What follows belongs to an exercise in optimizing a design on an open flow for small area, a short achievable clock period and few clock cycles per item; a production flow would make more cautious choices.
RTL that was checked went through simulation tests only; none was proved equivalent to the original.
Function not checked in runs 1 to 3: the RTL went through the layout flow alone.
No activity file was given, so power comes from the tool's default toggle rates.

## flow/design.v (module list and top-level ports; edited modules follow where they fit)
// module lfs_fa: 4 lines
// module lfs_ha: 4 lines
// module lfs_steer_tree: 981 lines
// module lfs_static_bits: 12 lines
// module lfs_add_10: 13 lines
// module lfs_pg_10: 9 lines
// module lfs_pfx_10: 52 lines
// module lfs_add_17: 13 lines
// module lfs_pg_17: 9 lines
// module lfs_pfx_17: 110 lines
// module lfs_add_20: 13 lines
// module lfs_pg_20: 9 lines
// module lfs_pfx_20: 132 lines
// module lfs_pfx_8: 44 lines
// module lfs_andpfx_8: 33 lines
// module lfs_motor: 19 lines
// module line_follow_steering_core: 239 lines
module line_follow_steering_core (
   input  logic        clock,
   input  logic        reset,
   input  logic        req_valid,
   output logic        req_stall,
   input  logic [22:0] req_word,
   output logic        rsp_valid,
   input  logic        rsp_stall,
   output logic [17:0] rsp_word,
   input  logic        csr_write_en,
   input  logic [2:0]  csr_index,
   input  logic [15:0] csr_data
);
  // ...
==> flow/flow/run.sh <==
#!/bin/bash
set -euo pipefail
MARGIN=$(cat flow/margin.txt)
bash standard.sh SETUP_SLACK_MARGIN="$MARGIN" TNS_END_PERCENT=100 \
  BUFFER_PORTS_ARGS="-buffer_cell sky130_fd_sc_hd__buf_2" finish > flow_make.log 2>&1
==> flow/flow/margin.txt <==
6
==> flow/standard.sh <==
#!/bin/bash
# synth_recipe.tcl (not shown) runs the flow's synth.tcl, then flattens the netlist and writes it again
# the make line also repeats each setting of config.mk as NAME=value (left out here)
make -C /OpenROAD-flow-scripts/flow DESIGN_CONFIG=/design/flow/config.mk WORK_HOME=/design/flow/orfs CLKGATE_MAP_FILE= SYNTH_SCRIPT=/design/flow/synth_recipe.tcl "${@:-finish}"
==> flow/config.mk <==
export PLATFORM = sky130hd
export DESIGN_NAME = line_follow_steering_core
export DESIGN_NICKNAME = line_follow_steering_core
export VERILOG_FILES = /design/flow/design.v
export SDC_FILE = /design/flow/constraint.sdc
export NUM_CORES = 4
export LEC_CHECK = 0
export CAP_MARGIN = 20
export CORE_MARGIN = 2
export CORE_UTILIZATION = 40
export SLEW_MARGIN = 20
export SYNTH_HIERARCHICAL = 1
==> flow/constraint.sdc <==
create_clock -name core_clock -period 11.0 [get_ports {clock}]
set_input_delay 2.2000 -clock core_clock [delete_from_list [all_inputs] [get_ports {clock}]]
set_output_delay 2.2000 -clock core_clock [all_outputs]
set_load 0.01 [all_outputs]
==> results.cfg, run 1 <==
[setup_path]
rr_startpoint = base[0]$_SDFFE_PP0P_
cp_data_required_time_ns = 11.20
r2r-end = o_w[8]$_DFFE_PN_
r2r_slack_ns = 6.27
critPathMaxFanout = 14

[clocking]
cts_root_buf = clkbuf_16

[finish]
inverters = 148
layout-drive-gt1-share_pct = 11.1
bufAreaShareNonClock_pct = 2.99
multi_input_area_share_pct = 66.9
multiInputGateArea_um2 = 14400

[routing]
highest_layer = met4
dr_wl_met2_mm = 25.3
drtIter0Drc = 1090

[logic_synthesis]
yosys_warnings = 7
netlist_area_um2 = 21300

[floorplanning]
start_util_pct = 40.5
tap_cells = 688

[pwr]
seq_power_share_pct = 25.5
p_seq_mw = 0.913
pwr-share-comb_pct = 57.9
swShare_pct = 44.9

[place]
placed_cell_area_um2 = 20900

[status]
status = finished clean

[sta]
fin_crit_ns = 4.73
holdWs_ns = 0.453

[global_route]
busiest_layer = met2
grt_use_total_pct = 19.6

[hold_path]
min_to = prev[2]$_SDFFE_PP0P_
==> run 2: changes to the inputs <==
==> flow/flow/run.sh (replaced) <==
#!/bin/bash
set -euo pipefail
MARGIN=$(cat flow/margin.txt)
bash standard.sh SETUP_SLACK_MARGIN="$MARGIN" TNS_END_PERCENT=100 REMOVE_ABC_BUFFERS=1 \
  BUFFER_PORTS_ARGS="-buffer_cell sky130_fd_sc_hd__buf_1" finish > flow_make.log 2>&1
==> flow/flow/margin.txt (replaced) <==
6.5
--- a/flow/config.mk
+++ b/flow/config.mk
@@ -9,4 +9,6 @@
 export CORE_MARGIN = 2
 export CORE_UTILIZATION = 40
+export CTS_BUF_LIST = sky130_fd_sc_hd__clkbuf_8
+export CTS_CLUSTER_SIZE = 40
 export SLEW_MARGIN = 20
 export SYNTH_HIERARCHICAL = 1
==> run 2 against run 1 <==
Utilization is essentially flat. Critical path type unchanged. Global-route usage shrank 0.79 points. Largest cell class unchanged. Critical endpoint is now c_nz$_DFFE_PN_. Clock power shrank 22%.
==> results.cfg, run 2 <==
[clocking]
clk_latency_ns = 0.52
cts_tree = done
cts_buffer_depth = 2
cts_max_level = 4
cts_sinks = 184
path_clk_slew_ns = 0.11
cts_root_buf = clkbuf_8
cts_buffers = 17

[routing]
vias = 15000
avgViaCountPerCell = 5.40
drcViolationCount = 0
post_drt_wl_per_cell_um = 18.7
first_pass_iters = 5
drtIter0Drc = 1140
antenna_violating_nets_post_route = 0
drt_wl_total_mm = 51.9

[global_route]
grt_max_degree = 79
grt_pass1_wl_mm = 83.2
busiest_layer = met2
met3_usage_pct = 3.50
overflow = 0
grt.met2_usage_pct = 30.9
grt_use_total_pct = 18.9
grt_pass1_vias = 15300
grt_util_met1_pct = 25.1
antenna_found_initial = 2

[pwr]
power_density_nw_per_um2 = 160
pwr-share-comb_pct = 60.2
irDropWorstVdd_v = 0.0000970
power_mw = 3.43
leakagePower_nw = 8.71
swShare_pct = 46.5
clkPwrFrac_pct = 13.5
internal_power_mw = 1.84
p_switching_mw = 1.60
seq_power_share_pct = 26.4

[logic_synthesis]
syn_avg_cell_area_um2 = 9.74
syn_inst = 2189
netlist_area_um2 = 21300
yosys_warnings = 7

[sta]
tightest_slew_ns = 1.15
tns_ns = 0
fin_skew_ns = 0.0207
drv_slew = 0
fmax_mhz = 229
rsz0062_at_grt = false
fin_crit_sh_pct = 39.7
finalSetupViolCount = 0
fin_crit_ns = 4.37
relSlewSlack_pct = 23.3
finalHoldViolations = 0

[place]
port_buffers = 66
place_inst = 2724
gp_congestion = 0.878
dpl.hpwl_mm = 39.8

[floorplanning]
rows = 84
die_w_um = 235
die_area_um2 = 55200
ioPinCount = 67
start_util_pct = 40.5
core_um2 = 52700
fp.dieH_um = 235

[finish]
final_common_cell = xnor2_1
reg.largest.list = c_x: 20 flops, c_y: 20 flops, o_w: 18 flops
area_growth_pct = 0.687
regArea_um2 = 4520
mostFrequentLayoutCells = xnor2_1 (198), fa_1 (188), nand2_1 (165)
finalNonFillerCells = 2779
fillers = 5127
finalNetCount = 2467
layout-drive-gt1-share_pct = 9.71
multiInputGateArea_um2 = 14400

[setup_path]
crit_end = c_nz$_DFFE_PN_
critPathMaxFanout = 16
critPathArrivalTime_ns = 4.63
crit_path_max_incr_delay_ns = 0.74
r2r-end = c_nz$_DFFE_PN_
cpMostUsedCell = fa_1
r2r_slack_ns = 6.63
critPathLaunchType = flop
r2r_cells = 11
end_kind = flop
cp_data_required_time_ns = 11.26
crit_family = adder cells
crit_chain = and2_1 > a22oi_1 > xnor2_1 > ha_1 > fa_1 > fa_1 > fa_1 > ha_1 > xnor2_1 > nor4_2 > nand2_1
crit_slowest_cell = and2_1
setup.worst_path.start = pd$_SDFFE_PP0P_
worst-path-buf-inv = 0
critPathKind = flop to flop
cp.depth = 11
rr_startpoint = pd$_SDFFE_PP0P_

[status]
status = finished clean

[flow_run]
drv_cap = 0

[hold_path]
hp-class = flop to flop
-- run 2: cell type report --
type,instances,area share [%]
well taps,688,4.01
inverters,148,2.59
clock buffers,17,1.09
diodes,1,0.0117
clock inverters,15,0.775
multi-input cells,1603,67.3
repair buffers,123,3.19
flip-flops and latches,184,21.0
-- run 2: how the worst min path moves through the flow --
| stage | slack, ns | from | cells past startpoint | end |
|---|---|---|---|---|
| after global routing | 0.48 | prev[1]$_SDFFE_PP0P_ | 2 | prev[1]$_SDFFE_PP0P_ |
| after global placement | 0.44 | prev[0]$_SDFFE_PP0P_ | 2 | prev[0]$_SDFFE_PP0P_ |
| after floorplan | 0.43 | prev[0]$_SDFFE_PP0P_ | 2 | prev[0]$_SDFFE_PP0P_ |
| after CTS | 0.46 | prev[0]$_SDFFE_PP0P_ | 2 | prev[0]$_SDFFE_PP0P_ |
| final | 0.46 | prev[0]$_SDFFE_PP0P_ | 2 | prev[0]$_SDFFE_PP0P_ |
| after detailed placement | 0.44 | prev[0]$_SDFFE_PP0P_ | 2 | prev[0]$_SDFFE_PP0P_ |
-- run 2: metal layers --
layer  vias to the layer above  routed length (um)
li1                       7122                   -
met1                      7345               23300
met2                       469               24300
met3                        69                3170
met4                         2                1130
met5                         -                  13
-- run 2: stage by stage --
stage               setup slack (ns)  hold WS, ns  instance area, um2  util [%]
finish                          6.63        0.459               21500      40.8
global route                    6.50        0.477               21500      40.8
CTS                             6.48        0.458               21200      40.3
detailed placement              5.86        0.443               20800      39.5
global placement                5.91        0.440               20800      39.5
floorplan                       5.77        0.426               19400         -
-- run 2: worst reg2reg max path, delay by kind of cell, from the launching register on --
family          cells  cell delay [ns]
fa+ha+maj           5             2.04
simple gates        3             1.09
flops               1             0.45
xor+xnor            2             0.33
compound gates      1             0.19
-- run 2: power groups by stage --
stage	Clock, mW	Combinational (mW)	Sequential [mW]
floorplan	0	1.54	0.910
global placement	0	1.95	0.935
detailed placement	0	2.02	0.938
CTS	0.480	2.03	0.922
global route	0.506	2.34	0.919
finish	0.462	2.07	0.905
-- run 2: timing repair --
| action | in CTS | in global routing |
|---|---|---|
| buffers inserted | 1 | 21 |
| endpoints found under the hold margin | 0 | 0 |
| gates resized for setup | 11 | 24 |
| pin swaps | 1 | 0 |
| hold buffers | 0 | 0 |
| setup endpoints to repair | 31 | 30 |
==> run 3: changes to the inputs <==
==> flow/flow/margin.txt (replaced) <==
6.8
==> run 3 against run 2 <==
Via count rose by 1.3%. Area after synthesis did not move. Critical path type unchanged. Critical endpoint unchanged. Design area rose by 3.6%. Critical path depth rose by 1. Global-route usage rose by 0.23 points.
==> results.cfg, run 3 <==
[clocking]
cts_max_level = 4
cts_buffers = 17
cts_sinks = 184
path_clk_slew_ns = 0.10
cts_tree = done
clk_latency_ns = 0.53
cts_buffer_depth = 2
cts_root_buf = clkbuf_8

[pwr]
power_density_nw_per_um2 = 162
p_switching_mw = 1.68
leakagePower_nw = 9.00
internal_power_mw = 1.93
clkPwrFrac_pct = 12.9
pwr-share-comb_pct = 62.4
seq_power_share_pct = 24.7
irDropWorstVdd_v = 0.0000993
swShare_pct = 46.5

[global_route]
grt_use_total_pct = 19.1
grt_pass1_vias = 15400
antenna_found_initial = 1
overflow = 0
grt_pass1_wl_mm = 84.2
grt_max_degree = 79

[sta]
holdWs_ns = 0.458
finalHoldViolations = 0
relSlewSlack_pct = 28.6
finalSetupViolCount = 0
tightest_slew_ns = 1.07
fin_crit_sh_pct = 37.8
fin_skew_ns = 0.0162
fmax_mhz = 240
tns_ns = 0
drv_slew = 0
rsz0062_at_grt = true
fin_crit_ns = 4.16

[floorplanning]
start_util_pct = 40.5
die_w_um = 235
fp.dieH_um = 235
rows = 84
ioPinCount = 67
die_area_um2 = 55200
core_um2 = 52700

[finish]
area_growth_pct = 4.31
mostFrequentLayoutCells = xnor2_1 (197), fa_1 (186), nand2_1 (163)
reg.largest.list = c_x: 20 flops, c_y: 20 flops, o_w: 18 flops
finalNetCount = 2505
regArea_um2 = 4540
final_common_cell = xnor2_1
fillers = 5055
layout-drive-gt1-share_pct = 13.5
multiInputGateArea_um2 = 14800

[place]
gp_congestion = 0.878
port_buffers = 66
dpl.hpwl_mm = 39.8

[setup_path]
crit_slowest_cell = fa_1
cp_data_required_time_ns = 11.28
end_kind = flop
crit_chain = ha_2 > a22oi_1 > xnor2_1 > fa_1 > fa_1 > fa_1 > fa_1 > inv_1 > ha_1 > xnor2_1 > nor4_1 > nand2_1
worst-path-buf-inv = 1
crit_path_max_incr_delay_ns = 0.52
crit_family = adder cells
critPathArrivalTime_ns = 4.44
cpMostUsedCell = fa_1
r2r_slack_ns = 6.84
critPathLaunchType = flop
critPathMaxFanout = 12
critPathKind = flop to flop

[logic_synthesis]
yosys_warnings = 7
syn_inst = 2189
netlist_area_um2 = 21300
syn_avg_cell_area_um2 = 9.74

[status]
status = finished clean

[routing]
drcViolationCount = 0
avgViaCountPerCell = 5.39
first_pass_iters = 5
antenna_violating_nets_post_route = 0
drt_wl_total_mm = 53.1
vias = 15200
drtIter0Drc = 1075
post_drt_wl_per_cell_um = 18.8

[hold_path]
hp-class = flop to flop

[flow_run]
drv_cap = 0
## run 3: changes by cell type in the layout (fill, tap and decap cells not counted), sizes merged
cell | before | now
or3 | 8 | 10
buf | 121 | 157
## run 3: metal layers
| layer | up-vias | wire [um] | track usage [%] |
|---|---|---|---|
| li1 | 7214 | - | - |
| met1 | 7440 | 23400 | 25.1 |
| met2 | 465 | 25100 | 31.4 |
| met3 | 78 | 3310 | 3.71 |
| met4 | 0 | 1260 | 6.37 |
| met5 | - | 0 | 0 |
## run 3: cell type report
| cell class | count | area share [%] |
|---|---|---|
| Timing Repair Buffer | 159 | 4.87 |
| Antenna cell | 1 | 0.0113 |
| Inverter | 148 | 2.50 |
| Clock buffer | 17 | 1.05 |
| Multi-Input combinational cell | 1605 | 66.5 |
| Clock inverter | 15 | 0.748 |
| Sequential cell | 184 | 20.4 |
| Tap cell | 688 | 3.87 |
## run 3: power by group through the flow
stage | sequential (mW) | combinational (mW) | clock, mW
2_1_floorplan | 0.910 | 1.54 | 0
3_3_place_gp | 0.935 | 1.95 | 0
3_5_place_dp | 0.938 | 2.02 | 0
4_1_cts | 0.903 | 2.09 | 0.480
5_1_grt | 0.907 | 2.53 | 0.507
6_report | 0.893 | 2.25 | 0.466
## run 3: worst reg2reg max path, cell delays in order (launching register included)
cell and delay (ns):
dfxtp_4 0.39, ha_2 0.49, a22oi_1 0.13, xnor2_1 0.18, fa_1 0.46, fa_1 0.41, fa_1 0.47, fa_1 0.52
inv_1 0.05, ha_1 0.30, xnor2_1 0.13, nor4_1 0.30, nand2_1 0.10
## run 3: path summary, 6_finish.rpt
path                              from                    to  cells after the start
hold / removal    prev[0]$_SDFFE_PP0P_  prev[0]$_SDFFE_PP0P_                      2
hold reg to reg   prev[0]$_SDFFE_PP0P_  prev[0]$_SDFFE_PP0P_                      2
setup reg to reg         kg[1]$_DFF_P_        c_nz$_DFFE_PN_                     12
setup / recovery         kg[1]$_DFF_P_        c_nz$_DFFE_PN_                     12
## run 3: what timing repair did
action,CTS,global route
endpoints found under the setup margin,51,45
setup buffers,24,33
gates cloned,1,2
pin swaps,6,35
gates resized for setup,54,57
hold buffers,0,0
## run 3: metrics by stage
step | cells | power, mW | util, % | instance area (um2) | setup WS (ns)
2_1_floorplan | 1935 | 2.45 | - | 19400 | 5.77
3_3_place_gp | 2724 | 2.88 | 39.5 | 20800 | 5.91
3_5_place_dp | 2724 | 2.96 | 39.5 | 20800 | 5.86
4_1_cts | 2781 | 3.48 | 41.1 | 21600 | 6.74
5_1_grt | 2817 | 3.94 | 42.2 | 22200 | 6.67
6_report | 2817 | 3.61 | 42.2 | 22200 | 6.84
==> module line_follow_steering_core, before the edit <==
module line_follow_steering_core (
   input  logic        clock,
   input  logic        reset,
   input  logic        req_valid,
   output logic        req_stall,
   input  logic [22:0] req_word,
   output logic        rsp_valid,
   input  logic        rsp_stall,
   output logic [17:0] rsp_word,
   input  logic        csr_write_en,
   input  logic [2:0]  csr_index,
   input  logic [15:0] csr_data
);
   logic [1:0]         mode;
   logic [7:0]         base;
   logic [3:0]         sharp;
   logic [3:0]         smooth;
   logic signed [15:0] gp;
   logic signed [15:0] gd;
   always_ff @(posedge clock) begin
      if (reset) begin
         mode   <= 2'd0;
         base   <= 8'd120;
         sharp  <= 4'd1;
         smooth <= 4'd1;
         gp     <= '0;
         gd     <= '0;
      end else if (csr_write_en) begin
         case (csr_index)
            3'd0: mode   <= csr_data[1:0];
            3'd1: base   <= csr_data[7:0];
            3'd2: sharp  <= csr_data[3:0];
            3'd3: smooth <= csr_data[3:0];
            3'd4: gp     <= csr_data;
            3'd5: gd     <= csr_data;
            default: ;
         endcase
      end
   end
   logic pd;
   always_ff @(posedge clock) begin
      if (reset)                               pd <= 1'b0;
      else if (csr_write_en && csr_index == 3'd0) pd <= (csr_data[1:0] == 2'd2);
   end
   wire [2:0] bits  = req_word[22:20];
   wire [9:0] lvl_l = req_word[19:10];
   wire [9:0] lvl_r = req_word[9:0];
   logic [9:0] lr_s;
   logic       lr_c;
   lfs_add_10 u_lr (.a(lvl_l), .b(~lvl_r), .ci(1'b1), .s(lr_s), .co(lr_c));
   wire signed [10:0] err0 = {~lr_c, lr_s};
   wire signed [10:0] sh16 = $signed({3'b000, sharp, 4'b0000});
   wire signed [10:0] sm7  = $signed({4'b0000, smooth, 3'b000}) - $signed({7'b0000000, smooth});
   logic signed [10:0] off0;
   logic               emit0;
   always_comb begin
      emit0 = 1'b1;
      off0  = '0;
      case (mode)
         2'd0: begin
            case (bits)
               3'b001:  off0 = sh16;
               3'b011:  off0 = sm7;
               3'b100:  off0 = -sh16;
               3'b110:  off0 = -sm7;
               3'b101:  emit0 = 1'b0;
               default: off0 = '0;
            endcase
         end
         2'd1: begin
            case (bits[1:0])
               2'b01:   off0 = sh16;
               2'b10:   off0 = -sh16;
               default: off0 = '0;
            endcase
         end
         2'd3: begin
            if (lvl_l == 10'd0)        emit0 = 1'b0;
            else if (lvl_l <= 10'd400) off0 = -11'sd10;
            else if (lvl_l < 10'd800)  off0 = '0;
            else                       off0 = 11'sd10;
         end
         default: ;
      endcase
   end
   wire signed [10:0] m0 = pd ? err0 : off0;
   logic               sk_v, sk_vo, a_v, c_v, o_v, o_vo;
   logic signed [10:0] sk_m, a_m;
   wire                stall  = o_v & rsp_stall;
   wire                accept = req_valid & ~sk_v;
   wire                new_v  = accept & emit0;
   assign req_stall = sk_vo;
   assign rsp_valid = o_vo;
   always_ff @(posedge clock) begin
      if (reset) begin
         sk_v  <= 1'b0;
         sk_vo <= 1'b0;
      end else if (stall) begin
         if (new_v) begin
            sk_v  <= 1'b1;
            sk_vo <= 1'b1;
         end
      end else begin
         sk_v  <= 1'b0;
         sk_vo <= 1'b0;
      end
   end
   always_ff @(posedge clock) begin
      if (stall && new_v) sk_m <= m0;
   end
   always_ff @(posedge clock) begin
      if (reset) begin
         a_v  <= 1'b0;
         c_v  <= 1'b0;
         o_v  <= 1'b0;
         o_vo <= 1'b0;
      end else if (!stall) begin
         a_v  <= sk_v | new_v;
         c_v  <= a_v;
         o_v  <= c_v;
         o_vo <= c_v;
      end
   end
   always_ff @(posedge clock) begin
      if (!stall) a_m <= sk_v ? sk_m : m0;
   end
   logic signed [10:0] prev;
   always_ff @(posedge clock) begin
      if (reset)                    prev <= '0;
      else if (!stall && a_v && pd) prev <= a_m;
   end
   wire [10:0] p1 = prev & {11{pd}};
   logic [16:0] k_s;
   logic        k_c;
   lfs_add_17 u_k (.a({gp[15], gp}), .b({gd[15], gd}), .ci(1'b0), .s(k_s), .co(k_c));
   wire [16:0] k_next = pd ? k_s : 17'd2560;
   logic [8:0] negk_next;
   logic [7:0] negg_next;
   always_comb begin
      for (int j = 0; j < 9; j++) begin
         negk_next[j] = k_next[2*j+1 < 17 ? 2*j+1 : 16]
                        & ~(k_next[2*j] & ((j == 0) ? 1'b0 : k_next[2*j-1]));
      end
      for (int j = 0; j < 8; j++) begin
         negg_next[j] = ~gd[2*j+1] & (gd[2*j] | ((j == 0) ? 1'b0 : gd[2*j-1]));
      end
   end
   logic [5:0] nb_next, nc_next;
   logic [6:0] hx_next;
   lfs_static_bits u_sb (.negk(negk_next), .negg(negg_next),
                         .nb(nb_next), .nc(nc_next), .hx(hx_next));
   logic signed [16:0] kg;
   logic [5:0]         nb, nc;
   logic [6:0]         hx;
   always_ff @(posedge clock) begin
      kg <= k_next;
      nb <= nb_next;
      nc <= nc_next;
      hx <= hx_next;
   end
   wire [17:0] kx = {kg[16], kg};
   wire [16:0] gx = {gd, 1'b0};
   logic [8:0] ek_one, ek_two, ek_neg;
   logic [7:0] eg_one, eg_two, eg_neg;
   always_comb begin
      for (int j = 0; j < 9; j++) begin
         logic x2, x1, x0;
         x2 = kx[2*j+1];
         x1 = kx[2*j];
         x0 = (j == 0) ? 1'b0 : kx[2*j-1];
         ek_one[j] = x1 ^ x0;
         ek_two[j] = (x2 & ~x1 & ~x0) | (~x2 & x1 & x0);
         ek_neg[j] = x2 & ~(x1 & x0);
      end
      for (int j = 0; j < 8; j++) begin
         logic x2, x1, x0;
         x2 = gx[2*j+2];
         x1 = gx[2*j+1];
         x0 = gx[2*j];
         eg_one[j] = x1 ^ x0;
         eg_two[j] = (x2 & ~x1 & ~x0) | (~x2 & x1 & x0);
         eg_neg[j] = ~x2 & (x1 | x0);
      end
   end
   logic [27:0] sum0, sum1;
   lfs_steer_tree u_tree (
      .ek_one (ek_one), .ek_two (ek_two), .ek_neg (ek_neg),
      .eg_one (eg_one), .eg_two (eg_two), .eg_neg (eg_neg),
      .nb     (nb),     .nc     (nc),     .hx     (hx),
      .m      (a_m),    .p      (p1),
      .sum0   (sum0),   .sum1   (sum1)
   );
   wire [7:0] lo_g = sum0[7:0] & sum1[7:0];
   wire [7:0] lo_x = sum0[7:0] ^ sum1[7:0];
   logic [7:0] lo_cc;
   lfs_pfx_8 u_lo (.g(lo_g), .p(lo_x), .ci(1'b0), .c(lo_cc));
   wire       lo_c = lo_cc[7];
   wire [7:0] lo_k = {sum0[6:0] | sum1[6:0], 1'b0};
   wire       lo_z = (lo_x == lo_k);
   logic [19:0] c_x, c_y;
   logic        c_ci, c_nz;
   always_ff @(posedge clock) begin
      if (!stall) begin
         c_x  <= sum0[27:8];
         c_y  <= sum1[27:8];
         c_ci <= lo_c;
         c_nz <= ~lo_z;
      end
   end
   logic [19:0] tl_s, tl_c, wr_s, wr_c, t, w;
   logic        t_co, w_co;
   always_comb begin
      for (int i = 0; i < 20; i++) begin
         logic bb;
         bb = (i < 8) ? base[i] : 1'b0;
         tl_s[i] = c_x[i] ^ c_y[i] ^ bb;
         wr_s[i] = c_x[i] ^ c_y[i] ^ ~bb;
         if (i < 19) begin
            tl_c[i+1] = (c_x[i] & c_y[i]) | (c_x[i] & bb) | (c_y[i] & bb);
            wr_c[i+1] = (c_x[i] & c_y[i]) | (c_x[i] & ~bb) | (c_y[i] & ~bb);
         end
      end
      tl_c[0] = c_ci;
      wr_c[0] = c_ci;
   end
   lfs_add_20 u_t (.a(tl_s), .b(tl_c), .ci(1'b0), .s(t), .co(t_co));
   lfs_add_20 u_w (.a(wr_s), .b(wr_c), .ci(1'b1), .s(w), .co(w_co));
   logic [7:0] dl, dr;
   logic       tl_hi0, tl_hi1, tl_lo0, wr_hi0, wr_hi1, wr_lo0;
   lfs_motor u_ml (.x(t), .nz(c_nz), .duty(dl), .hi0(tl_hi0), .hi1(tl_hi1), .lo0(tl_lo0));
   lfs_motor u_mr (.x(w), .nz(c_nz), .duty(dr), .hi0(wr_hi0), .hi1(wr_hi1), .lo0(wr_lo0));
   wire fl = ~t[19] & ~(tl_hi0 & tl_lo0);
   wire fr = w[19] & ~(wr_hi1 & (&w[7:0]) & c_nz);
   logic [17:0] o_w;
   always_ff @(posedge clock) begin
      if (!stall) o_w <= {fl, dl, fr, dr};
   end
   assign rsp_word = o_w;
endmodule
==> run 4: changes to the inputs <==
--- a/flow/design.v
+++ b/flow/design.v
@@ -1603,23 +1603,18 @@
    end
    wire signed [10:0] m0 = pd ? err0 : off0;
-   logic               sk_v, sk_vo, a_v, c_v, o_v, o_vo;
+   logic               sk_v, a_v, c_v, o_v;
    logic signed [10:0] sk_m, a_m;
    wire                stall  = o_v & rsp_stall;
    wire                accept = req_valid & ~sk_v;
    wire                new_v  = accept & emit0;
-   assign req_stall = sk_vo;
-   assign rsp_valid = o_vo;
+   assign req_stall = sk_v;
+   assign rsp_valid = o_v;
    always_ff @(posedge clock) begin
       if (reset) begin
-         sk_v  <= 1'b0;
-         sk_vo <= 1'b0;
+         sk_v <= 1'b0;
       end else if (stall) begin
-         if (new_v) begin
-            sk_v  <= 1'b1;
-            sk_vo <= 1'b1;
-         end
+         if (new_v) sk_v <= 1'b1;
       end else begin
-         sk_v  <= 1'b0;
-         sk_vo <= 1'b0;
+         sk_v <= 1'b0;
       end
    end
@@ -1629,13 +1624,11 @@
    always_ff @(posedge clock) begin
       if (reset) begin
-         a_v  <= 1'b0;
-         c_v  <= 1'b0;
-         o_v  <= 1'b0;
-         o_vo <= 1'b0;
+         a_v <= 1'b0;
+         c_v <= 1'b0;
+         o_v <= 1'b0;
       end else if (!stall) begin
-         a_v  <= sk_v | new_v;
-         c_v  <= a_v;
-         o_v  <= c_v;
-         o_vo <= c_v;
+         a_v <= sk_v | new_v;
+         c_v <= a_v;
+         o_v <= c_v;
       end
    end
==> flow/flow/margin.txt (replaced) <==
7.0
==> run 4 against run 3 <==
Area after synthesis unchanged. Routed wire length grew 2.9%. Utilization up 1.8 points. Sequential cell count unchanged. Maximum frequency grew 3.4%. Design area grew 4.2%. Power increased by 8.3%. Register-to-register slack improved by 0.14 ns. Non-clock buffer count is 53 higher. Final cell count grew 1.9%. Critical endpoint is now o_w[11]$_DFFE_PN_.
==> results.cfg, run 4 <==
[clocking]
cts_buffers = 17
cts_buffer_depth = 2
holdBufCountCts = 0
cts_tree = done
cts_max_level = 4
clk_latency_ns = 0.53
cts_root_buf = clkbuf_8
path_clk_slew_ns = 0.12
cts_sinks = 184

[logic_synthesis]
yosys_warnings = 7
syn_inst = 2189
syn_avg_cell_area_um2 = 9.74
netlist_area_um2 = 21300

[global_route]
grt_pass1_wl_mm = 85.8
overflow = 0
grt_pass1_vias = 15900
antenna_found_initial = 1
grt_use_total_pct = 19.4
grt_max_degree = 79

[setup_path]
end_kind = flop
crit_path_max_incr_delay_ns = 0.60
crit_chain = inv_2 > fa_2 > inv_2 > ha_4 > a21o_1 > a21oi_4 > a21oi_2 > a21o_1 > a21o_1 > o31a_1 > xor2_1 > nand4_1 > nor3_4 > buf_4 > buf_6 > nand2_2 > o22a_2
rr_startpoint = base[2]$_SDFFE_PP0P_
setup.worst_path.start = base[2]$_SDFFE_PP0P_
cp_data_required_time_ns = 11.29
crit_end = o_w[11]$_DFFE_PN_
r2r_cells = 17
crit_slowest_cell = fa_2
cpMostUsedCell = a21o_1
r2r-end = o_w[11]$_DFFE_PN_
critPathMaxFanout = 6
critPathKind = flop to flop
r2r_slack_ns = 6.98
critPathLaunchType = flop
critPathArrivalTime_ns = 4.31

[sta]
holdWs_ns = 0.459
fin_ws_ns = 6.98
rsz0062_at_grt = true
fmax_mhz = 249
fin_crit_sh_pct = 36.6
finalSetupViolCount = 0
tightest_slew_ns = 1.07
drv_slew = 0
finalHoldViolations = 0
fin_skew_ns = 0.0202
fin_crit_ns = 4.02
relSlewSlack_pct = 28.8
tns_ns = 0

[pwr]
power_density_nw_per_um2 = 169
leakagePower_nw = 9.30
power_mw = 3.91
irDropWorstVdd_v = 0.000113

[routing]
avgViaCountPerCell = 5.44
drcViolationCount = 0
first_pass_iters = 6
vias = 15600
antenna_violating_nets_post_route = 0
post_drt_wl_per_cell_um = 19.0
drtIter0Drc = 1169
drt_wl_total_mm = 54.6

[finish]
layout-drive-gt1-share_pct = 19.8
fillers = 4978
reg.largest.list = c_x: 20 flops, c_y: 20 flops, o_w: 18 flops
regArea_um2 = 4570
mostFrequentLayoutCells = xnor2_1 (193), fa_1 (165), nand2_1 (161)
final_common_cell = xnor2_1
multiInputGateArea_um2 = 15200
final_util_pct = 44.0
finalNetCount = 2558
area_growth_pct = 8.70

[hold_path]
hp-class = flop to flop

[floorplanning]
rows = 84
die_w_um = 235
start_util_pct = 40.5
ioPinCount = 67
core_um2 = 52700
fp.dieH_um = 235
die_area_um2 = 55200

[place]
dpl.hpwl_mm = 39.8
pre_cts_slack_ns = 5.86
port_buffers = 66
gp_congestion = 0.878

[status]
status = finished clean

[flow_run]
drv_cap = 0
## run 4: cell type report
type | instances | share of cell area, %
multi-input combinational | 1605 | 65.7
sequential | 184 | 19.7
timing repair buffer | 212 | 6.67
tap | 688 | 3.71
inverter | 148 | 2.41
clock buffer | 17 | 1.01
clock inverter | 15 | 0.718
antenna | 1 | 0.0108
## run 4: repair_timing
item / CTS / global route
pin swaps: 38 / 88
setup buffers: 69 / 39
resized for setup: 107 / 142
gates cloned: 3 / 2
setup endpoints to repair: 58 / 42
## run 4: critical path: cells and delay by family, from the launching register on
kind / cells / cell delay (ns)
buf+inv: 4 / 0.37
simple gates: 3 / 0.46
flops: 1 / 0.40
xor+xnor: 1 / 0.22
compound gates: 7 / 1.52
fa+ha+maj: 2 / 0.82
## run 4: per-layer routing
metal  vias up  wire [um]  track usage (%)  share of wire [%]
met5         -          0                0                  0
met4         0       1480             7.12                2.7
met3        95       3280             3.48                6.0
met2       560      26000             32.2                 48
met1      7648      23900             25.3                 44
li1       7303          -                -                  -
## run 4: worst min-delay path by stage
stage                                       to  slack (ns)                  from  depth (start not counted)
after floorplan           prev[0]$_SDFFE_PP0P_        0.43  prev[0]$_SDFFE_PP0P_                          2
after global placement    prev[0]$_SDFFE_PP0P_        0.44  prev[0]$_SDFFE_PP0P_                          2
after detailed placement  prev[0]$_SDFFE_PP0P_        0.44  prev[0]$_SDFFE_PP0P_                          2
after CTS                 prev[0]$_SDFFE_PP0P_        0.46  prev[0]$_SDFFE_PP0P_                          2
after global routing      prev[1]$_SDFFE_PP0P_        0.48  prev[1]$_SDFFE_PP0P_                          2
final                     prev[0]$_SDFFE_PP0P_        0.46  prev[0]$_SDFFE_PP0P_                          2
## run 4: through the flow
step                instances  cell area, um2
floorplan                1935           19400
global placement         2724           20800
detailed placement       2724           20800
CTS                      2828           22300
global route             2870           23200
finish                   2870           23200
## run 4: report_power, final
group	leakage, nW	switching, mW	internal [mW]
logic	7.42	1.46	1.10
registers	1.68	0.0599	0.832
clock network	0.203	0.295	0.170
total	9.30	1.81	2.10
Testbench counts of run 4, summed over its fixed seeds: cycles 19,776, items 19,200.
==> run 5: changes to the inputs <==
==> flow/flow/margin.txt (replaced) <==
6.8
==> run 5 against run 4 <==
Final cell count is 1.8% lower. Combinational power is 12% lower. Power is 7.7% lower. Clock skew is 0.0040 ns lower. Hold slack worse by 0.00097 ns. Global-route usage is 0.31 points lower. Critical endpoint is now c_nz$_DFFE_PN_. Largest cell class unchanged.
==> results.cfg, run 5 <==
[logic_synthesis]
syn_inst = 2189
yosys_warnings = 7
syn_avg_cell_area_um2 = 9.74
netlist_area_um2 = 21300

[finish]
area_growth_pct = 4.31
final_util_pct = 42.2
fillers = 5055
reg.largest.list = c_x: 20 flops, c_y: 20 flops, o_w: 18 flops
finalNetCount = 2505
mostFrequentLayoutCells = xnor2_1 (197), fa_1 (186), nand2_1 (163)
finalNonFillerCells = 2817
fin_area_um2 = 22200
final_common_cell = xnor2_1
layout-drive-gt1-share_pct = 13.5

[floorplanning]
core_um2 = 52700
die_area_um2 = 55200
fp.dieH_um = 235
die_w_um = 235
ioPinCount = 67
rows = 84
start_util_pct = 40.5

[routing]
first_pass_iters = 5
avgViaCountPerCell = 5.39
drtIter0Drc = 1075
post_drt_wl_per_cell_um = 18.8
drt_wl_total_mm = 53.1
antenna_violating_nets_post_route = 0
vias = 15200
drcViolationCount = 0

[clocking]
cts_root_buf = clkbuf_8
cts_sinks = 184
clk_latency_ns = 0.53
cts_buffers = 17
cts_tree = done
cts_buffer_depth = 2
cts_max_level = 4
path_clk_slew_ns = 0.10
holdBufCountCts = 0

[global_route]
grt_max_degree = 79
antenna_found_initial = 1
overflow = 0
grt_pass1_wl_mm = 84.2
grt_use_total_pct = 19.1
grt_pass1_vias = 15400

[sta]
fin_skew_ns = 0.0162
fin_ws_ns = 6.84
tightest_slew_ns = 1.07
fin_crit_ns = 4.16
finalSetupViolCount = 0
drv_slew = 0
tns_ns = 0
rsz0062_at_grt = true
finalHoldViolations = 0
fmax_mhz = 240
relSlewSlack_pct = 28.6
fin_crit_sh_pct = 37.8

[setup_path]
r2r_slack_ns = 6.84
rr_startpoint = kg[1]$_DFF_P_
r2r_cells = 12
critPathMaxFanout = 12
cp_data_required_time_ns = 11.28
r2r-end = c_nz$_DFFE_PN_
critPathKind = flop to flop
critPathArrivalTime_ns = 4.44
critPathLaunchType = flop
end_kind = flop

[hold_path]
min_to = prev[0]$_SDFFE_PP0P_
hold_start = prev[0]$_SDFFE_PP0P_
whs_path_depth = 2
hp-class = flop to flop

[pwr]
irDropWorstVdd_v = 0.0000993
power_density_nw_per_um2 = 162
leakagePower_nw = 9.00

[place]
place_inst = 2724
gp_congestion = 0.878
pre_cts_slack_ns = 5.86
placed_cell_area_um2 = 20800
dpl.hpwl_mm = 39.8
port_buffers = 66

[status]
status = finished clean

[flow_run]
drv_cap = 0
==> run 5: area by class of cell <==
cell class	count	area (um2)	share of cell area, %
diodes	1	2.50	0.0113
multi-input cells	1605	14800	66.5
clock buffers	17	234	1.05
flip-flops and latches	184	4540	20.4
inverters	148	556	2.50
well taps	688	861	3.87
clock inverters	15	166	0.748
repair buffers	159	1080	4.87
==> run 5: report_power, final <==
| group | leakage (nW) | internal (mW) | total, mW | switching, mW |
|---|---|---|---|---|
| Combinational | 7.12 | 0.930 | 2.25 | 1.32 |
| Sequential | 1.67 | 0.833 | 0.893 | 0.0604 |
| Clock | 0.203 | 0.170 | 0.466 | 0.296 |
==> run 5: worst max path at each step <==
| stage | to | startpoint |
|---|---|---|
| floorplan | sk_m[0]$_DFFE_PP_ | rsp_stall |
| detailed placement | c_nz$_DFFE_PN_ | kg[1]$_DFF_P_ |
| CTS | c_nz$_DFFE_PN_ | pd$_SDFFE_PP0P_ |
| finish | c_nz$_DFFE_PN_ | kg[1]$_DFF_P_ |
| global route | o_w[10]$_DFFE_PN_ | c_x[5]$_DFFE_PN_ |
| global placement | c_nz$_DFFE_PN_ | kg[1]$_DFF_P_ |
==> run 5: repair_timing <==
action / 4_1_cts / 5_1_grt
endpoints found under the setup margin: 51 / 45
cloned: 1 / 2
pin swaps: 6 / 35
resized for setup: 54 / 57
buffers inserted: 24 / 33
==> run 5: layer usage <==
layer	vias up	share of wire [%]	wire [um]	GRT usage, %
met1	7440	44	23400	25.1
li1	7214	-	-	-
met5	-	0	0	0
met2	465	47	25100	31.4
met3	78	6.2	3310	3.71
met4	0	2.4	1260	6.37
==> run 5: critical path, cell delays in order (launching register included) <==
cell,delay [ns]
dfxtp_4,0.39
ha_2,0.49
a22oi_1,0.12
xnor2_1,0.18
fa_1,0.46
fa_1,0.41
fa_1,0.47
fa_1,0.52
inv_1,0.05
ha_1,0.30
xnor2_1,0.13
nor4_1,0.30
nand2_1,0.10
==> run 5: stage by stage <==
| stage | power [mW] | hold WS (ns) |
|---|---|---|
| 6_report | 3.61 | 0.458 |
| 5_1_grt | 3.94 | 0.476 |
| 4_1_cts | 3.48 | 0.458 |
| 3_5_place_dp | 2.96 | 0.443 |
| 3_3_place_gp | 2.88 | 0.440 |
| 2_1_floorplan | 2.45 | 0.426 |
==> run 6: changes to the inputs <==
--- a/flow/config.mk
+++ b/flow/config.mk
@@ -11,4 +11,5 @@
 export CTS_BUF_LIST = sky130_fd_sc_hd__clkbuf_8
 export CTS_CLUSTER_SIZE = 40
+export PLACE_DENSITY = 0.75
 export SLEW_MARGIN = 20
 export SYNTH_HIERARCHICAL = 1
==> run 6 against run 5 <==
Clock skew rose by 0.0047 ns. Synthesized cell count unchanged. Utilization rose by 0.062 points. Critical path depth is 4 higher. Sequential share of layout area barely moved. Still clean. Die area unchanged. Maximum frequency is 1.3% lower. Largest cell class unchanged. Routed wire length grew 1.1%. Sequential power about the same. Final cell count up 0.14%. Critical path type unchanged. Sequential cell count unchanged.
==> results.cfg, run 6 <==
[setup_path]
setup.worst_path.start = base[7]$_SDFFE_PP0P_
r2r_cells = 16
crit_end = o_w[14]$_DFFE_PN_
r2r-end = o_w[14]$_DFFE_PN_
r2r_slack_ns = 6.79
critPathArrivalTime_ns = 4.48
cp_data_required_time_ns = 11.27
rr_startpoint = base[7]$_SDFFE_PP0P_
end_kind = flop
critPathMaxFanout = 7
critPathKind = flop to flop
critPathLaunchType = flop

[pwr]
power_density_nw_per_um2 = 166
internal_power_mw = 1.96
pwr-share-comb_pct = 62.7
clkPwrFrac_pct = 13.2
seq_power_share_pct = 24.2
swShare_pct = 46.9
leakagePower_nw = 8.98
irDropWorstVdd_v = 0.000121
power_mw = 3.69
p_switching_mw = 1.73

[global_route]
grt_pass1_wl_mm = 83.5
overflow = 0
grt_pass1_vias = 15500
antenna_found_initial = 2
grt_use_total_pct = 18.7
grt_max_degree = 79

[clocking]
cts_buffers = 17
path_clk_slew_ns = 0.11
clk_latency_ns = 0.51
cts_sinks = 184
cts_root_buf = clkbuf_8
holdBufCountCts = 0
cts_max_level = 4
cts_tree = done
cts_buffer_depth = 2

[place]
placed_cell_area_um2 = 20800
dpl.hpwl_mm = 39.5
place_inst = 2722
gp_congestion = 0.897
port_buffers = 66

[finish]
fin_area_um2 = 22300
final_common_cell = xnor2_1
fillers = 4935
reg.largest.list = c_x: 20 flops, c_y: 20 flops, o_w: 18 flops
area_growth_pct = 4.47
finalNetCount = 2509
layout-drive-gt1-share_pct = 13.9
finalNonFillerCells = 2821
mostFrequentLayoutCells = xnor2_1 (198), fa_1 (184), nand2_1 (164)

[logic_synthesis]
syn_inst = 2189
syn_avg_cell_area_um2 = 9.74
netlist_area_um2 = 21300
yosys_warnings = 7

[hold_path]
hp-class = flop to flop
hold_start = prev[2]$_SDFFE_PP0P_

[sta]
fmax_mhz = 237
rsz0062_at_grt = true
fin_crit_sh_pct = 38.3
drv_slew = 0
tightest_slew_ns = 1.05
holdWs_ns = 0.456
finalSetupViolCount = 0
tns_ns = 0
fin_crit_ns = 4.21
fin_skew_ns = 0.0208
relSlewSlack_pct = 30.3
finalHoldViolations = 0

[routing]
avgViaCountPerCell = 5.58
first_pass_iters = 6
post_drt_wl_per_cell_um = 19.0
drt_wl_total_mm = 53.7
drtIter0Drc = 1556
vias = 15700
drcViolationCount = 0
antenna_violating_nets_post_route = 0

[floorplanning]
rows = 84
start_util_pct = 40.5
die_w_um = 235
core_um2 = 52700
fp.dieH_um = 235
die_area_um2 = 55200
ioPinCount = 67

[flow_run]
drv_cap = 0

[status]
status = finished clean
[run 6: changes by cell type in the layout (fill, tap and decap cells not counted), moves of 3 or more]
cell and change:
buf_4 +7, buf_12 -3, nor2_1 -3, ha_1 -3
clkinv_8 -3
[run 6: worst max-delay path, cell delays in order (launching register included)]
cell	delay, ns
dfxtp_2	0.38
inv_1	0.07
fa_1	0.57
inv_1	0.08
ha_4	0.26
a21oi_1	0.19
o21ai_1	0.15
a211o_1	0.31
a21o_1	0.21
a21o_1	0.24
a21o_1	0.20
xor2_1	0.23
nand4_1	0.19
nor3_4	0.33
buf_6	0.19
nand2_1	0.11
o22a_2	0.25
[run 6: power groups by stage]
| stage | sequential [mW] | clock (mW) | combinational, mW |
|---|---|---|---|
| floorplan | 0.910 | 0 | 1.54 |
| global placement | 0.937 | 0 | 1.90 |
| detailed placement | 0.940 | 0 | 2.01 |
| CTS | 0.902 | 0.493 | 2.08 |
| global route | 0.904 | 0.518 | 2.54 |
| finish | 0.893 | 0.487 | 2.31 |
[run 6: worst min path at each step]
stage | endpoint | slack, ns | cells after the start
finish | prev[2]$_SDFFE_PP0P_ | 0.46 | 2
global route | prev[5]$_SDFFE_PP0P_ | 0.48 | 2
CTS | prev[2]$_SDFFE_PP0P_ | 0.46 | 2
detailed placement | prev[2]$_SDFFE_PP0P_ | 0.44 | 2
global placement | prev[2]$_SDFFE_PP0P_ | 0.44 | 2
floorplan | prev[0]$_SDFFE_PP0P_ | 0.43 | 2
[run 6: cell type report]
class                      count  area [um2]  share of cell area, %
inverter                     148         559                   2.51
antenna                        1        2.50                 0.0112
tap                          688         861                   3.87
clock buffer                  18         248                   1.11
timing repair buffer         164        1090                   4.88
clock inverter                14         160                  0.719
multi-input combinational   1604       14800                   66.5
sequential                   184        4540                   20.4
[run 6: repair_timing]
action / in CTS / in global routing
setup endpoints to repair: 48 / 41
resized for setup: 44 / 64
buffers inserted: 26 / 37
gates cloned: 0 / 3
pin swaps: 0 / 21
[run 6: through the flow]
step	util (%)	worst slack [ns]
floorplan	-	5.77
global placement	39.4	5.94
detailed placement	39.5	5.82
CTS	40.9	6.76
global route	42.3	6.62
finish	42.3	6.79
[run 6: routing by layer]
layer | up-vias | wire length, um | part of all wire, % | track usage (%)
met5 | - | 13 | 0.024 | 0
met1 | 7684 | 22500 | 42 | 24.3
met3 | 122 | 4130 | 7.7 | 3.50
met2 | 716 | 25700 | 48 | 31.4
met4 | 2 | 1320 | 2.5 | 6.04
li1 | 7216 | - | - | -
==> run 7: changes to the inputs <==
==> flow/flow/margin.txt (replaced) <==
7.2
--- a/flow/config.mk
+++ b/flow/config.mk
@@ -8,8 +8,8 @@
 export CAP_MARGIN = 20
 export CORE_MARGIN = 2
-export CORE_UTILIZATION = 40
+export CORE_UTILIZATION = 55
 export CTS_BUF_LIST = sky130_fd_sc_hd__clkbuf_8
 export CTS_CLUSTER_SIZE = 40
-export PLACE_DENSITY = 0.75
+export PLACE_DENSITY = 0.7
 export SLEW_MARGIN = 20
 export SYNTH_HIERARCHICAL = 1
==> run 7 against run 6 <==
Sequential share of layout area decreased by 1.5 points. Final cell count fell by 1.6%. First-iteration DRC count shrank 17%. Critical path depth stayed put. Highest routed layer is now met4. Global-route usage rose by 8.4 points. Sequential cell count is the same. Clock power increased by 6.6%. Utilization up 21 points.
==> results.cfg, run 7 <==
[floorplanning]
ioPinCount = 67
start_util_pct = 55.4
core_um2 = 38500
die_area_um2 = 40400
rows = 72
die_w_um = 201
fp.dieH_um = 201

[global_route]
grt_use_total_pct = 27.1
antenna_found_initial = 0
grt_pass1_vias = 16400
overflow = 0
grt_pass1_wl_mm = 86.7
grt_max_degree = 79

[flow_run]
drv_cap = 0

[sta]
fin_skew_ns = 0.0210
tns_ns = 0
fmax_mhz = 250
finalHoldViolations = 0
fin_crit_ns = 3.99
fin_crit_sh_pct = 36.3
tightest_slew_ns = 0.819
finalSetupViolCount = 0
relSlewSlack_pct = 45.2
rsz0062_at_grt = true
holdWs_ns = 0.459
drv_slew = 0

[routing]
drt_wl_total_mm = 56.6
drtIter0Drc = 1286
avgViaCountPerCell = 5.90
first_pass_iters = 7
antenna_violating_nets_post_route = 0
post_drt_wl_per_cell_um = 20.4
drcViolationCount = 0
vias = 16400

[finish]
multiInputGateArea_um2 = 15800
mostFrequentLayoutCells = xnor2_1 (179), buf_4 (170), nand2_1 (162)
area_growth_pct = 14.2
reg.largest.list = c_x: 20 flops, c_y: 20 flops, o_w: 18 flops
diodes = 0
finalNetCount = 2635
fillers = 3007
finalNonFillerCells = 2776
regArea_um2 = 4600
final_common_cell = xnor2_1
layout-drive-gt1-share_pct = 27.5

[hold_path]
hp-class = flop to flop
min_to = prev[6]$_SDFFE_PP0P_
hold_start = prev[6]$_SDFFE_PP0P_
whs_path_depth = 2

[place]
gp_congestion = 0.916
port_buffers = 66
dpl.hpwl_mm = 38.5
place_inst = 2560

[logic_synthesis]
yosys_warnings = 7
syn_inst = 2189
netlist_area_um2 = 21300
syn_avg_cell_area_um2 = 9.74

[status]
status = finished clean

[setup_path]
critPathLaunchType = flop
cp_data_required_time_ns = 11.27
end_kind = flop
critPathKind = flop to flop
r2r_slack_ns = 7.01
r2r-end = o_w[8]$_DFFE_PN_
rr_startpoint = c_y[0]$_DFFE_PN_
r2r_cells = 16
critPathArrivalTime_ns = 4.26
critPathMaxFanout = 6

[clocking]
cts_max_level = 4
cts_root_buf = clkbuf_8
cts_tree = done
clk_latency_ns = 0.52
path_clk_slew_ns = 0.10
cts_buffer_depth = 2
cts_sinks = 184
cts_buffers = 17

[pwr]
leakagePower_nw = 9.89
irDropWorstVdd_v = 0.000125
power_density_nw_per_um2 = 170
## run 7: worst max-delay path by stage
stage	start	cells after the start	slack, ns	endpoint
after floorplan	rsp_stall	2	5.77	sk_m[0]$_DFFE_PP_
after global placement	kg[1]$_DFF_P_	12	5.93	c_nz$_DFFE_PN_
after detailed placement	kg[1]$_DFF_P_	11	5.72	c_nz$_DFFE_PN_
after CTS	kg[4]$_DFF_P_	13	7.06	c_nz$_DFFE_PN_
after global routing	c_y[0]$_DFFE_PN_	16	6.86	o_w[8]$_DFFE_PN_
final	c_y[0]$_DFFE_PN_	16	7.01	o_w[8]$_DFFE_PN_
## run 7: per-stage QoR
| step | utilization [%] | total power, mW | setup slack (ns) | area (um2) |
|---|---|---|---|---|
| 2_1_floorplan | - | 2.45 | 5.77 | 19400 |
| 3_3_place_gp | 53.6 | 2.85 | 5.93 | 20600 |
| 3_5_place_dp | 53.6 | 2.94 | 5.72 | 20600 |
| 4_1_cts | 60.0 | 3.87 | 7.06 | 23100 |
| 5_1_grt | 63.3 | 4.43 | 6.86 | 24300 |
| 6_report | 63.3 | 4.15 | 7.01 | 24300 |
## run 7: cell type report
type	count	area share (%)
flip-flops and latches	184	18.9
multi-input cells	1605	65.0
clock buffers	18	1.02
inverters	148	2.31
well taps	518	2.66
repair buffers	289	9.26
clock inverters	14	0.827
## run 7: repair_timing
action | 4_1_cts | 5_1_grt
gates cloned | 5 | 0
buffers inserted | 119 | 59
gates resized for setup | 256 | 164
hold buffers | 0 | 0
endpoints found under the setup margin | 67 | 55
pin swaps | 141 | 115
## run 7: worst max-delay path: stages (launching register included)
cell and delay [ns]:
edfxtp_1 0.44, fa_1 0.54, buf_6 0.14, ha_4 0.25, a21o_1 0.16, nand4_1 0.19
buf_6 0.20, a2111oi_4 0.33, a211oi_2 0.10, nand2b_1 0.11, a21o_1 0.15, xor2_2 0.21
nand4_1 0.14, nor3_2 0.24, buf_6 0.18, nand4_1 0.12, o31a_1 0.27
## run 7: power breakdown
group / switching (mW) / internal (mW)
Combinational: 1.54 / 1.20
Clock: 0.278 / 0.241
Sequential: 0.0601 / 0.830
Total: 1.88 / 2.27
## run 7: per-layer routing
layer	global-route usage, %	up-vias	wire, um
met4	12.2	0	2550
met3	4.29	192	4210
met5	0	-	0
met1	33.6	7956	22300
li1	-	7454	-
met2	46.6	784	27600
==> run 8: changes to the inputs <==
==> flow/flow/margin.txt (replaced) <==
6.6
==> run 8 against run 7 <==
Sequential power increased by 1%. Power is 15% lower. Clock power fell by 0.8%. Design area decreased by 12%. Register-to-register slack got worse by 0.29 ns. Non-clock buffer count shrank 149. Via count is 6.1% lower. Largest cell class unchanged.
==> results.cfg, run 8 <==
[pwr]
leakagePower_nw = 8.84
power_density_nw_per_um2 = 163
irDropWorstVdd_v = 0.000102

[setup_path]
critPathKind = flop to flop
rr_startpoint = pd$_SDFFE_PP0P_
critPathArrivalTime_ns = 4.54
r2r_slack_ns = 6.72
r2r_cells = 12
end_kind = flop
r2r-end = c_nz$_DFFE_PN_
critPathLaunchType = flop
critPathMaxFanout = 18
cp_data_required_time_ns = 11.25

[sta]
drv_slew = 0
relSlewSlack_pct = 28.5
tightest_slew_ns = 1.07
holdWs_ns = 0.459
fin_crit_sh_pct = 38.9
finalHoldViolations = 0
fin_crit_ns = 4.28
finalSetupViolCount = 0
fin_skew_ns = 0.0212
rsz0062_at_grt = true
tns_ns = 0
fmax_mhz = 233

[clocking]
cts_sinks = 184
clk_latency_ns = 0.51
cts_buffers = 17
cts_buffer_depth = 2
path_clk_slew_ns = 0.10
cts_tree = done
cts_max_level = 4
cts_root_buf = clkbuf_8
holdBufCountCts = 0

[floorplanning]
core_um2 = 38500
start_util_pct = 55.4
fp.dieH_um = 201
ioPinCount = 67
die_w_um = 201
rows = 72
die_area_um2 = 40400

[finish]
diodes = 0
layout-drive-gt1-share_pct = 10.8
area_growth_pct = 0.816
final_common_cell = xnor2_1
reg.largest.list = c_x: 20 flops, c_y: 20 flops, o_w: 18 flops
mostFrequentLayoutCells = xnor2_1 (198), fa_1 (188), nand2_1 (165)
fillers = 3403
finalNetCount = 2484
final_util_pct = 55.9

[logic_synthesis]
netlist_area_um2 = 21300
syn_avg_cell_area_um2 = 9.74
yosys_warnings = 7
syn_inst = 2189

[flow_run]
drv_cap = 0

[global_route]
grt_pass1_wl_mm = 81.1
grt_max_degree = 79
grt_use_total_pct = 25.3
antenna_found_initial = 0
grt_pass1_vias = 15400
overflow = 0

[routing]
drt_wl_total_mm = 51.1
first_pass_iters = 7
antenna_violating_nets_post_route = 0
vias = 15400
drtIter0Drc = 1222
post_drt_wl_per_cell_um = 19.5
avgViaCountPerCell = 5.86
drcViolationCount = 0

[place]
gp_congestion = 0.916
port_buffers = 66
dpl.hpwl_mm = 38.5

[hold_path]
whs_path_depth = 2
hp-class = flop to flop
min_to = prev[3]$_SDFFE_PP0P_
hold_start = prev[3]$_SDFFE_PP0P_

[status]
status = finished clean
[run 8: cell count changes in the layout (fill, tap and decap cells not counted), moves of 23 or more]
cell     before  now
buf_6        44    0
fa_2         61    0
a22oi_2      59   36
ha_1        122  147
dfxtp_1      65   93
a22oi_1     115  138
fa_1        127  188
buf_4       170   71
ha_4         31    2
[run 8: timing repair]
| item | CTS | global route |
|---|---|---|
| pin swaps | 0 | 2 |
| buffers inserted | 8 | 25 |
| resized for setup | 18 | 25 |
| endpoints found under the setup margin | 33 | 39 |
[run 8: how the worst max path moves through the flow]
stage,startpoint,to,slack [ns],cells past startpoint
after floorplan,rsp_stall,sk_m[0]$_DFFE_PP_,5.77,2
after global placement,kg[1]$_DFF_P_,c_nz$_DFFE_PN_,5.93,12
after detailed placement,kg[1]$_DFF_P_,c_nz$_DFFE_PN_,5.72,11
after CTS,a_m[3]$_DFFE_PN_,c_nz$_DFFE_PN_,6.58,10
after global routing,base[1]$_SDFFE_PP0P_,o_w[16]$_DFFE_PN_,6.58,14
final,pd$_SDFFE_PP0P_,c_nz$_DFFE_PN_,6.72,12
[run 8: critical path, stage by stage (launching register included)]
cell and delay [ns]:
dfxtp_2 0.52, and2_1 0.19, buf_4 0.27, a22oi_2 0.13, xnor2_1 0.20, fa_1 0.47
fa_1 0.42, fa_1 0.53, fa_1 0.42, ha_1 0.32, xnor2_1 0.15, nor4_2 0.29
nand2_1 0.09
[run 8: stage by stage]
step | cell area [um2] | total power [mW] | setup WS [ns] | instances
2_1_floorplan | 19400 | 2.45 | 5.77 | 1935
3_3_place_gp | 20600 | 2.85 | 5.93 | 2560
3_5_place_dp | 20600 | 2.94 | 5.72 | 2560
4_1_cts | 21200 | 3.47 | 6.58 | 2600
5_1_grt | 21500 | 3.80 | 6.58 | 2625
6_report | 21500 | 3.51 | 6.72 | 2625
[run 8: area by class of cell]
type | count | area [um2] | area share (%)
multi-input cells | 1603 | 14500 | 67.3
repair buffers | 140 | 842 | 3.92
clock inverters | 14 | 201 | 0.937
well taps | 518 | 648 | 3.02
clock buffers | 18 | 248 | 1.15
flip-flops and latches | 184 | 4520 | 21.0
inverters | 148 | 556 | 2.58
[run 8: power breakdown]
part           total [mW]  leakage (nW)  switching (mW)  internal, mW
clock network       0.515         0.229           0.274         0.241
registers           0.902          1.67          0.0690         0.833
logic                2.09          6.94            1.25         0.841
total                3.51          8.84            1.59          1.92
[run 8: per-layer routing]
metal	wire, um	GRT usage, %	up-vias
met4	1570	9.79	0
met5	0	0	-
met1	21300	32.1	7481
met3	3300	4.12	115
met2	25000	43.2	628
li1	-	-	7165
==> run 9: changes to the inputs <==
==> flow/flow/margin.txt (replaced) <==
6.8
==> run 9 against run 8 <==
Via count up 0.99%. Still clean. Critical path type unchanged. Critical path depth rose by 2. Largest cell class unchanged. Sequential power decreased by 1%.
==> results.cfg, run 9 <==
[finish]
area_growth_pct = 3.18
finalNonFillerCells = 2644
diodes = 0
final_util_pct = 57.2
layout-drive-gt1-share_pct = 13.4
mostFrequentLayoutCells = xnor2_1 (197), fa_1 (186), nand2_1 (163)
reg.largest.list = c_x: 20 flops, c_y: 20 flops, o_w: 18 flops
final_common_cell = xnor2_1
finalNetCount = 2503

[routing]
first_pass_iters = 5
post_drt_wl_per_cell_um = 19.7
antenna_violating_nets_post_route = 0
wl_met3_mm = 3.63
dr_wl_met2_mm = 25.6
wl_met1_mm = 21.5
highest_layer = met4
drt_wl_total_mm = 52.1
avgViaCountPerCell = 5.88
drcViolationCount = 0
drtIter0Drc = 1150
vias = 15500

[pwr]
irDropWorstVdd_v = 0.0000988
leakagePower_nw = 8.98
power_density_nw_per_um2 = 167

[global_route]
grt_use_total_pct = 25.5
overflow = 0
grt_pass1_vias = 15600
antenna_found_initial = 0
grt_max_degree = 79
grt_pass1_wl_mm = 81.8

[place]
port_buffers = 66
place_inst = 2560
gp_congestion = 0.916
pre_cts_slack_ns = 5.72
dpl.hpwl_mm = 38.5

[setup_path]
critPathArrivalTime_ns = 4.48
rr_startpoint = base[2]$_SDFFE_PP0P_
critPathKind = flop to flop
r2r_slack_ns = 6.90
end_kind = flop
r2r-end = o_w[5]$_DFFE_PN_
critPathMaxFanout = 6
critPathLaunchType = flop
r2r_cells = 14
cp_data_required_time_ns = 11.38

[clocking]
holdBufCountCts = 0
cts_max_level = 4
cts_root_buf = clkbuf_8
path_clk_slew_ns = 0.10
cts_tree = done
cts_buffer_depth = 2
cts_buffers = 17
clk_latency_ns = 0.51
cts_sinks = 184

[status]
status = finished clean

[sta]
fin_skew_ns = 0.0214
finalHoldViolations = 0
finalSetupViolCount = 0
drv_slew = 0
tns_ns = 0
rsz0062_at_grt = true
tightest_slew_ns = 1.10
fin_ws_ns = 6.90
fin_crit_ns = 4.10
relSlewSlack_pct = 26.4
fin_crit_sh_pct = 37.3
fmax_mhz = 244

[hold_path]
hold_start = prev[3]$_SDFFE_PP0P_
whs_path_depth = 2
min_to = prev[3]$_SDFFE_PP0P_
hp-class = flop to flop

[floorplanning]
rows = 72
start_util_pct = 55.4
core_um2 = 38500
ioPinCount = 67
fp.dieH_um = 201
die_area_um2 = 40400
die_w_um = 201

[flow_run]
drv_cap = 0

[logic_synthesis]
syn_avg_cell_area_um2 = 9.74
netlist_area_um2 = 21300
yosys_warnings = 7
syn_inst = 2189
[run 9: worst max-delay path: stages, from the launching register on]
cell and delay, ns:
dfxtp_4 0.40, inv_1 0.06, fa_1 0.50, ha_1 0.37
a21o_1 0.23, a21oi_4 0.21, nand2_1 0.11, a21o_1 0.22
a21o_1 0.20, a21o_1 0.18, xor2_1 0.20, or4_1 0.52
or3_4 0.39, a31oi_1 0.21, o22a_2 0.17
[run 9: cell type report]
cell class / instances / area (um2)
Multi-Input combinational cell: 1605 / 14800
Clock buffer: 18 / 248
Clock inverter: 14 / 201
Sequential cell: 184 / 4550
Fill cell: 3336 / 16500
Inverter: 148 / 556
Tap cell: 518 / 648
Timing Repair Buffer: 157 / 1000
[run 9: worst max path at each step]
stage | start | end | slack [ns] | cells after the start
2_1_floorplan | rsp_stall | sk_m[0]$_DFFE_PP_ | 5.77 | 2
3_3_place_gp | kg[1]$_DFF_P_ | c_nz$_DFFE_PN_ | 5.93 | 12
3_5_place_dp | kg[1]$_DFF_P_ | c_nz$_DFFE_PN_ | 5.72 | 11
4_1_cts | gd[1]$_SDFFE_PP0P_ | c_nz$_DFFE_PN_ | 6.77 | 13
5_1_grt | base[2]$_SDFFE_PP0P_ | o_w[5]$_DFFE_PN_ | 6.75 | 14
6_report | base[2]$_SDFFE_PP0P_ | o_w[5]$_DFFE_PN_ | 6.90 | 14
[run 9: power by group]
part | internal [mW] | switching [mW] | total, mW
combinational | 0.911 | 1.35 | 2.26
sequential | 0.832 | 0.0603 | 0.893
clock | 0.241 | 0.274 | 0.515
[run 9: repair_timing]
| item | CTS | global route |
|---|---|---|
| setup endpoints to repair | 50 | 41 |
| resized for setup | 45 | 61 |
| endpoints found under the hold margin | 0 | 0 |
| pin swaps | 2 | 20 |
| cloned | 1 | 3 |
| setup buffers | 22 | 26 |
[run 9: routing by layer]
metal	track usage, %	vias to the layer above
li1	-	7199
met1	32.3	7543
met2	43.5	696
met3	4.33	104
met4	10.1	0
met5	0	-
[run 9: metrics by stage]
stage | area (um2) | hold slack, ns | total power, mW
2_1_floorplan | 19400 | 0.426 | 2.45
3_3_place_gp | 20600 | 0.438 | 2.85
3_5_place_dp | 20600 | 0.444 | 2.94
4_1_cts | 21400 | 0.458 | 3.50
5_1_grt | 22000 | 0.475 | 3.96
6_report | 22000 | 0.458 | 3.67

-- static timing again, ports no longer ideal --
The results above use ideal ports. As a check the final layouts listed here were re-extracted and re-timed, cells and wires unchanged. Step 1, drivers: a clkbuf_16 drives clock and a buf_2 each remaining input, both assumed. Step 2 times the ports against the registers' clock, not the clock port: input delays grow and output delays shrink by t, the midpoint of the rising clock arrivals with the driver on. Three values: no drivers, after step 1, after step 2; two values: the first two.
run	shift t [ns]	setup slack, ns	hold WS [ns]	cell pins on the clock port's net
run 1	0.510	6.274 / 6.274 / 6.274	0.453 / 0.453 / 0.453	1
run 2	0.562	6.634 / 6.634 / 6.234	0.459 / 0.459 / 0.459	1
run 3	0.581	6.840 / 6.840 / 6.385	0.458 / 0.458 / 0.458	1
run 4	0.570	6.976 / 6.976 / 6.571	0.459 / 0.459 / 0.459	1
run 5	0.581	6.840 / 6.840 / 6.385	0.458 / 0.458 / 0.458	1
run 6	0.548	6.787 / 6.787 / 6.409	0.456 / 0.456 / 0.456	1
run 7	0.558	7.006 / 7.006 / 6.573	0.459 / 0.459 / 0.459	1
run 8	0.552	6.716 / 6.716 / 6.390	0.459 / 0.459 / 0.459	1
run 9	0.548	6.897 / 6.897 / 6.408	0.458 / 0.458 / 0.458	1
After both steps setup and hold are still met in every run listed. The setup slack of run 9, which loses most, moves by 0.000 ns with the drivers and by -0.489 ns with both steps.
